Background: an optimization exercise with open tools, aiming at small area. Do not read the settings as production practice. In this exercise RTL edits were held to simulation tests only and were not proved equivalent to the original. The clock input has no modelled driver; a real chip could not lean on it and would need a root buffer or a full tree. No activity file was given, so power comes from the tool's default toggle rates.

## job 555
## wav_header_parser
module wav_header_parser (
   input  logic        clock,
   input  logic        reset,
   input  logic        req_valid,
   output logic        req_ready,
   input  logic [7:0]  req_in_byte,
   input  logic        req_start_of_file,
   output logic        rsp_valid,
   input  logic        rsp_ready,
   output logic        rsp_header_done,
   output logic [3:0]  rsp_error_code,
   output logic        rsp_is_payload,
   output logic [7:0]  rsp_payload_byte,
   output logic        rsp_last_payload,
   output logic [2:0]  rsp_num_channels,
   output logic [30:0] rsp_sample_rate,
   output logic [2:0]  rsp_bytes_per_sample,
   output logic [1:0]  rsp_sample_type,
   output logic [31:0] rsp_data_size,
   output logic [31:0] rsp_data_offset,
   input  logic        csr_valid,
   output logic        csr_ready,
   input  logic [2:0]  csr_max_channels
);
Size in the first run: roughly 140 I/O pins, about 8100 um^2 of cells after synthesis.
==> flow/config.mk <==
export PLATFORM = sky130hd
export DESIGN_NAME = wav_header_parser
export DESIGN_NICKNAME = wav_header_parser
export VERILOG_FILES = /design/flow/design.v
export SDC_FILE = /design/flow/constraint.sdc
export NUM_CORES = 4
export LEC_CHECK = 0
export CAP_MARGIN = 20
export CORE_MARGIN = 2
export CORE_UTILIZATION = 40
export GPL_TIMING_DRIVEN = 0
export SETUP_SLACK_MARGIN = 0.2
export SLEW_MARGIN = 20
==> flow/constraint.sdc <==
create_clock -name core_clock -period 6.0 [get_ports {clock}]
set_input_delay 1.2000 -clock core_clock [delete_from_list [all_inputs] [get_ports {clock}]]
set_output_delay 1.2000 -clock core_clock [all_outputs]
set_load 0.01 [all_outputs]
standard.sh (not shown) runs the stock make flow with config.mk's settings and CLKGATE_MAP_FILE= SYNTH_SCRIPT=/design/flow/synth_recipe.tcl, a recipe that flattens the netlist after the stock synthesis.
==> flow/flow/run.sh <==
#!/bin/bash
# Layout flow: the standard ORFS flow, with two layout choices changed:
#  - each input and output port still gets its own buffer, but a small one
#    (sky130_fd_sc_hd__buf_1) instead of the default pick;
#  - the clock tree is built from clkbuf_8 cells without dummy loads.
# Every ORFS step writes its full log under orfs/logs/; make's own output goes
# to flow_make.log in the work folder.
set -euo pipefail
export BUFFER_PORTS_ARGS="-buffer_cell sky130_fd_sc_hd__buf_1"
export CTS_ARGS="-sink_clustering_enable -repair_clock_nets -dont_use_dummy_load -buf_list sky130_fd_sc_hd__clkbuf_8 -sink_clustering_size 50 -sink_clustering_max_diameter 100"
bash standard.sh finish > flow_make.log 2>&1
For job 9065, these inputs were changed with respect to job 555:
- CORE_UTILIZATION changed from 40 to 60
- GPL_TIMING_DRIVEN removed (was 0)
- PLACE_DENSITY newly set to 0.7
- SETUP_SLACK_MARGIN removed (was 0.2)
==> flow/flow/run.sh <==
#!/bin/bash
# Layout flow: the standard ORFS flow, with two layout choices changed:
#  - each input and output port still gets its own buffer, but a small one
#    (sky130_fd_sc_hd__buf_1) instead of the default pick;
#  - the clock tree is built from clkbuf_4 cells (clkbuf_8 at the root) without dummy loads.
# Every ORFS step writes its full log under orfs/logs/; make's own output goes
# to flow_make.log in the work folder.
set -euo pipefail
export BUFFER_PORTS_ARGS="-buffer_cell sky130_fd_sc_hd__buf_1"
export CTS_ARGS="-sink_clustering_enable -repair_clock_nets -dont_use_dummy_load -buf_list sky130_fd_sc_hd__clkbuf_4 -root_buf sky130_fd_sc_hd__clkbuf_8 -sink_clustering_size 50 -sink_clustering_max_diameter 100"
bash standard.sh finish > flow_make.log 2>&1
==> run notes <==
- Count of plain and timing-repair buffers in the layout ended up 25% lower on job 9065 than on job 555.
- Fraction of met1 tracks used by global routing: job 9065 and job 555 compared, lower one is job 555
- Per the comparison of job 9065 with job 555, layout multi-input combinational cell count saw little to no change, detailed-route via count lower, HPWL reported at the end of detailed placement down about 11%, placement-stage cell area lower.
- When the final numbers for job 9065 and job 555 were put side by side, the critical path depth turned out to be smaller in job 9065.
- Delta (job 9065 minus job 555): area taken by multi-input logic gates increased 0.30%, global-route usage increased by 7.8 points relative to the old numbers.


== oak ==
Another version of the RTL of wav_header_parser (not shown whole).
Size: ~6700 µm² of cells after synthesis.
Settings: LEC_CHECK=0, CAP_MARGIN=5, CORE_MARGIN=2, CORE_UTILIZATION=60, PLACE_DENSITY=0.7, SLEW_MARGIN=5; clock period 6.0 ns.
==> flow/flow/run.sh <==
#!/bin/bash
# Layout flow: the standard ORFS flow with these layout choices changed:
#  - after the standard synthesis (run unchanged), the combinational logic
#    between the flip-flops is re-mapped by ABC for area (flow/reopt.sh with
#    each of the scripts flow/c*.abc); every flip-flop keeps its instance name
#    and cell. Each re-mapped netlist is checked before placement
#    (flow/check.tcl: buffering and sizing as the layout flow would, then
#    slack and area); of those that reach a worst setup slack of at least
#    0.2 ns, the one with the smallest area is laid out; if none does, the
#    standard netlist is;
#  - each input and output port still gets its own buffer, but a small one
#    (sky130_fd_sc_hd__buf_1) instead of the default pick;
#  - the clock tree: CTS builds it from clkbuf_8 cells without dummy loads,
#    then flow/flat_cts.tcl (run at the end of the CTS step, before its
#    result is written) replaces it by a flat balanced one with fewer
#    buffers: the clock port drives one clkbuf_4, which drives 10 clkbuf_8,
#    each placed at the centre of a cluster of about 15 flip-flops.
# Logs: flow_synth.log, reopt_*/log.txt and reopt_*/check.log, choice.log and
# flow_make.log in the work folder, and every ORFS step's own log under
# orfs/logs/.
set -euo pipefail
W=$(pwd)
PLAT=$FLOW_HOME/platforms/$FLOW_PLATFORM
R=$W/orfs/results/$FLOW_PLATFORM/wav_header_parser/base
LIB=$PLAT/lib/sky130_fd_sc_hd__tt_025C_1v80.lib
export BUFFER_PORTS_ARGS="-buffer_cell sky130_fd_sc_hd__buf_1"
export CTS_ARGS="-sink_clustering_enable -repair_clock_nets -dont_use_dummy_load -buf_list sky130_fd_sc_hd__clkbuf_8 -sink_clustering_size 50 -sink_clustering_max_diameter 100"
export POST_CTS_TCL=$W/flow/flat_cts.tcl
export CTS_FLAT_CLOCK=clock
export CTS_FLAT_N=10
export CTS_FLAT_BUF=sky130_fd_sc_hd__clkbuf_8
export CTS_FLAT_ROOT=sky130_fd_sc_hd__clkbuf_4
if ! command -v yosys > /dev/null; then
  export PATH="$FLOW_HOME/../tools/install/yosys/bin:$PATH"
fi
NP=${NUM_CORES:-4}

bash standard.sh synth > flow_synth.log 2>&1
cp "$R/1_2_yosys.v" "$W/1_2_yosys_standard.v"

remap() {
  local s=$1
  mkdir -p "reopt_$s"
  cd "reopt_$s"
  if bash "$W/flow/reopt.sh" "$W/1_2_yosys_standard.v" "$W/reopt_$s/out.v" "$LIB" \
       "$W/flow/$s.abc" > log.txt 2>&1; then
    PLAT="$PLAT" LIB="$LIB" NETLIST="$W/reopt_$s/out.v" SDC="$W/constraint.sdc" \
      openroad -no_init -exit "$W/flow/check.tcl" > check.log 2>&1 || true
  fi
}

CANDS=$(cd flow && ls c*.abc | sed 's/\.abc$//')
n=0
for s in $CANDS; do
  remap "$s" &
  n=$((n + 1))
  if (( n % NP == 0 )); then wait; fi
done
wait

best=""
best_area=""
: > choice.log
for s in $CANDS; do
  res=$(awk '/^RESULT/ {print $2, $3}' "reopt_$s/check.log" 2>/dev/null || true)
  echo "$s: ${res:-failed}" >> choice.log
  [[ -n "$res" ]] || continue
  slack=${res% *}
  area=${res#* }
  if awk -v s="$slack" 'BEGIN { exit !(s >= 0.2e-9) }'; then
    if [[ -z "$best" ]] || awk -v a="$area" -v b="$best_area" 'BEGIN { exit !(a < b) }'; then
      best=$s
      best_area=$area
    fi
  fi
done
if [[ -n "$best" ]]; then
  echo "chosen: $best" >> choice.log
  cp "reopt_$best/out.v" "$R/1_2_yosys.v"
  rm -f "$R/1_synth.odb" "$R/1_synth.sdc"
else
  echo "chosen: standard netlist" >> choice.log
fi

bash standard.sh finish > flow_make.log 2>&1
Other scripts of this flow, unchanged in this note and not shown: flow/flow/c1.abc, flow/flow/c2.abc, flow/flow/c3.abc, flow/flow/c4.abc, flow/flow/c5.abc, flow/flow/c6.abc, flow/flow/c7.abc, flow/flow/c8.abc, flow/flow/check.tcl, flow/flow/flat_cts.tcl, flow/flow/reopt.sh
#### Input delta (pine over oak)
- CAP_MARGIN now 20, was 5
- GPL_TIMING_DRIVEN now 0, previously not set
- SLEW_MARGIN now 20, was 5
## What came out
Reported leakage power: pine lower than oak
[compare] base=oak new=pine: maximum number of pins on one net before global-route repair saw a decrease, utilization saw little to no change.
Going from oak to pine, power of the combinational group shows a reduction of about 4%; global-route usage shows a reduction of 0.90 points; highest ir drop seen on vdd shows an increase of about 13%; worst setup slack shows a reduction of 150 ps.
The area overhead of the layout relative to synthesis number comes out lower for pine vs oak.
Between pine and oak, the worst endpoint data arrival time is lower for oak.
What birch does differently from pine at the input level:
- GPL_TIMING_DRIVEN: 0 -> unset
### Flow results
In the metrics for birch and pine, the one carrying the higher clock network power is birch.
On final cell count without fillers: birch sits above pine.
Any difference in sequential share of layout area between birch and pine is small enough to ignore.
Against pine, birch comes in 4.9% higher on maximum achievable frequency.
Clock network power share: birch higher than pine
pine → birch: sum of routed wire segments on met1 essentially unchanged, worst setup slack increased 250 ps, power increased about 0.54%, placer congestion estimate increased 0.054.
Global-route wire length before repair, birch and pine, higher one = birch.
birch ended with more average routed wire per standard cell than pine.
In every run of this note, the design's own scripts or RTL, not TritonCTS, make the clock network.


## indigo
RTL: one of the versions met above, not the one the previous note started from.
Size in the first run: about 790 cells after synthesis, roughly 140 I/O pins, about 7100 um^2 of cells after synthesis.
export LEC_CHECK = 0
export CAP_MARGIN = 20
export CORE_MARGIN = 2
export CORE_UTILIZATION = 60
export PLACE_DENSITY = 0.7
export SLEW_MARGIN = 20
create_clock -name core_clock -period 6.0 [get_ports {clock}]
==> flow/flow/run.sh <==
#!/bin/bash
# Layout flow: the standard ORFS flow with these layout choices changed:
#  - after the standard synthesis (run unchanged), the combinational logic
#    between the flip-flops is re-mapped by ABC with an area-oriented script
#    (flow/reopt.sh, flow/area.abc); every flip-flop keeps its instance name
#    and cell;
#  - each input and output port still gets its own buffer, but a small one
#    (sky130_fd_sc_hd__buf_1) instead of the default pick;
#  - the clock tree is built from clkbuf_8 cells without dummy loads.
# Logs: flow_synth.log, flow_reopt.log (with reopt_stat.txt), flow_make.log
# in the work folder, and every ORFS step's own log under orfs/logs/.
set -euo pipefail
W=$(pwd)
R=$W/orfs/results/$FLOW_PLATFORM/wav_header_parser/base
LIB=$FLOW_HOME/platforms/$FLOW_PLATFORM/lib/sky130_fd_sc_hd__tt_025C_1v80.lib
export BUFFER_PORTS_ARGS="-buffer_cell sky130_fd_sc_hd__buf_1"
export CTS_ARGS="-sink_clustering_enable -repair_clock_nets -dont_use_dummy_load -buf_list sky130_fd_sc_hd__clkbuf_8 -sink_clustering_size 50 -sink_clustering_max_diameter 100"
if ! command -v yosys > /dev/null; then
  export PATH="$FLOW_HOME/../tools/install/yosys/bin:$PATH"
fi
bash standard.sh synth > flow_synth.log 2>&1
cp "$R/1_2_yosys.v" "$W/1_2_yosys_standard.v"
bash flow/reopt.sh "$W/1_2_yosys_standard.v" "$R/1_2_yosys.v" "$LIB" "$W/flow/area.abc" > flow_reopt.log 2>&1
rm -f "$R/1_synth.odb" "$R/1_synth.sdc"
bash standard.sh finish > flow_make.log 2>&1
Other scripts of this flow, unchanged in this note and not shown: flow/flow/area.abc, flow/flow/reopt.sh
indigo: flow completed, timing, DRC and antenna clean
Modified inputs, yarrow compared to indigo
--- a/flow/flow/run.sh
+++ b/flow/flow/run.sh
@@ -9 +9 @@
-#  - the clock tree is built from clkbuf_8 cells without dummy loads.
+#  - the clock tree is built from clkbuf_4 cells (clkbuf_8 at the root) without dummy loads.
@@ -17 +17 @@
-export CTS_ARGS="-sink_clustering_enable -repair_clock_nets -dont_use_dummy_load -buf_list sky130_fd_sc_hd__clkbuf_8 -sink_clustering_size 50 -sink_clustering_max_diameter 100"
+export CTS_ARGS="-sink_clustering_enable -repair_clock_nets -dont_use_dummy_load -buf_list sky130_fd_sc_hd__clkbuf_4 -root_buf sky130_fd_sc_hd__clkbuf_8 -sink_clustering_size 50 -sink_clustering_max_diameter 100"
[summary]
Relative to indigo, the largest voltage drop on the vdd net measured on yarrow has decreased by more than 10%. The relative contribution of sequential cells to total power of yarrow is higher than that of indigo. Summary of yarrow over indigo: length of routed met2 wiring fell 0.42%, final critical-path share of the clock period now sits higher. Routed wire length: yarrow lower than indigo. On cell area after layout: between yarrow and indigo, it ends up lower for yarrow. The final reports for yarrow and indigo show synthesis-to-finish area growth lower in the former. Of the two candidates, indigo has the worse total internal power and yarrow the better one. Changes observed in yarrow relative to indigo: sequential share of layout area went up 0.55 points, detailed-router iteration count before antenna repair went down 2.

==> static timing again, ports no longer ideal <==
Ports are ideal in the flow. The routed layouts listed here were re-timed in OpenROAD. Step 1: set_driving_cell puts a clkbuf_16 on clock and a buf_2 on each other input, an assumption about the parent block. Step 2 also shifts input and output timing later by t, the mid clock arrival at the registers, as if the neighbouring blocks saw the same clock. Three values: no drivers, after step 1, after step 2; two values: the first two.
| run | t (ns) | setup slack, ns | worst setup path at the end | worst data-port slew with drivers (ns) |
|---|---|---|---|---|
| job 555 | 0.484 | 1.457 / 1.456 / 0.972 | input to register | 0.05 |
| job 9065 | 0.454 | 1.417 / 1.379 / 1.503 | input to register | 0.03 |
| oak | 0.583 | 0.742 / 0.742 / 0.369 | input to register | 0.04 |
| pine | 0.562 | 0.589 / 0.589 / 0.214 | input to register | 0.04 |
| birch | 0.579 | 0.841 / 0.840 / 0.487 | input to register | 0.04 |
| indigo | 0.474 | 0.918 / 0.930 / 0.456 | input to register | 0.04 |
| yarrow | 0.454 | 0.857 / 0.869 / 0.415 | input to register | 0.04 |
After both steps every run listed still meets setup and hold. For job 555, which loses most, drivers alone change the setup slack by -0.001 ns; drivers and shift together by -0.485 ns.
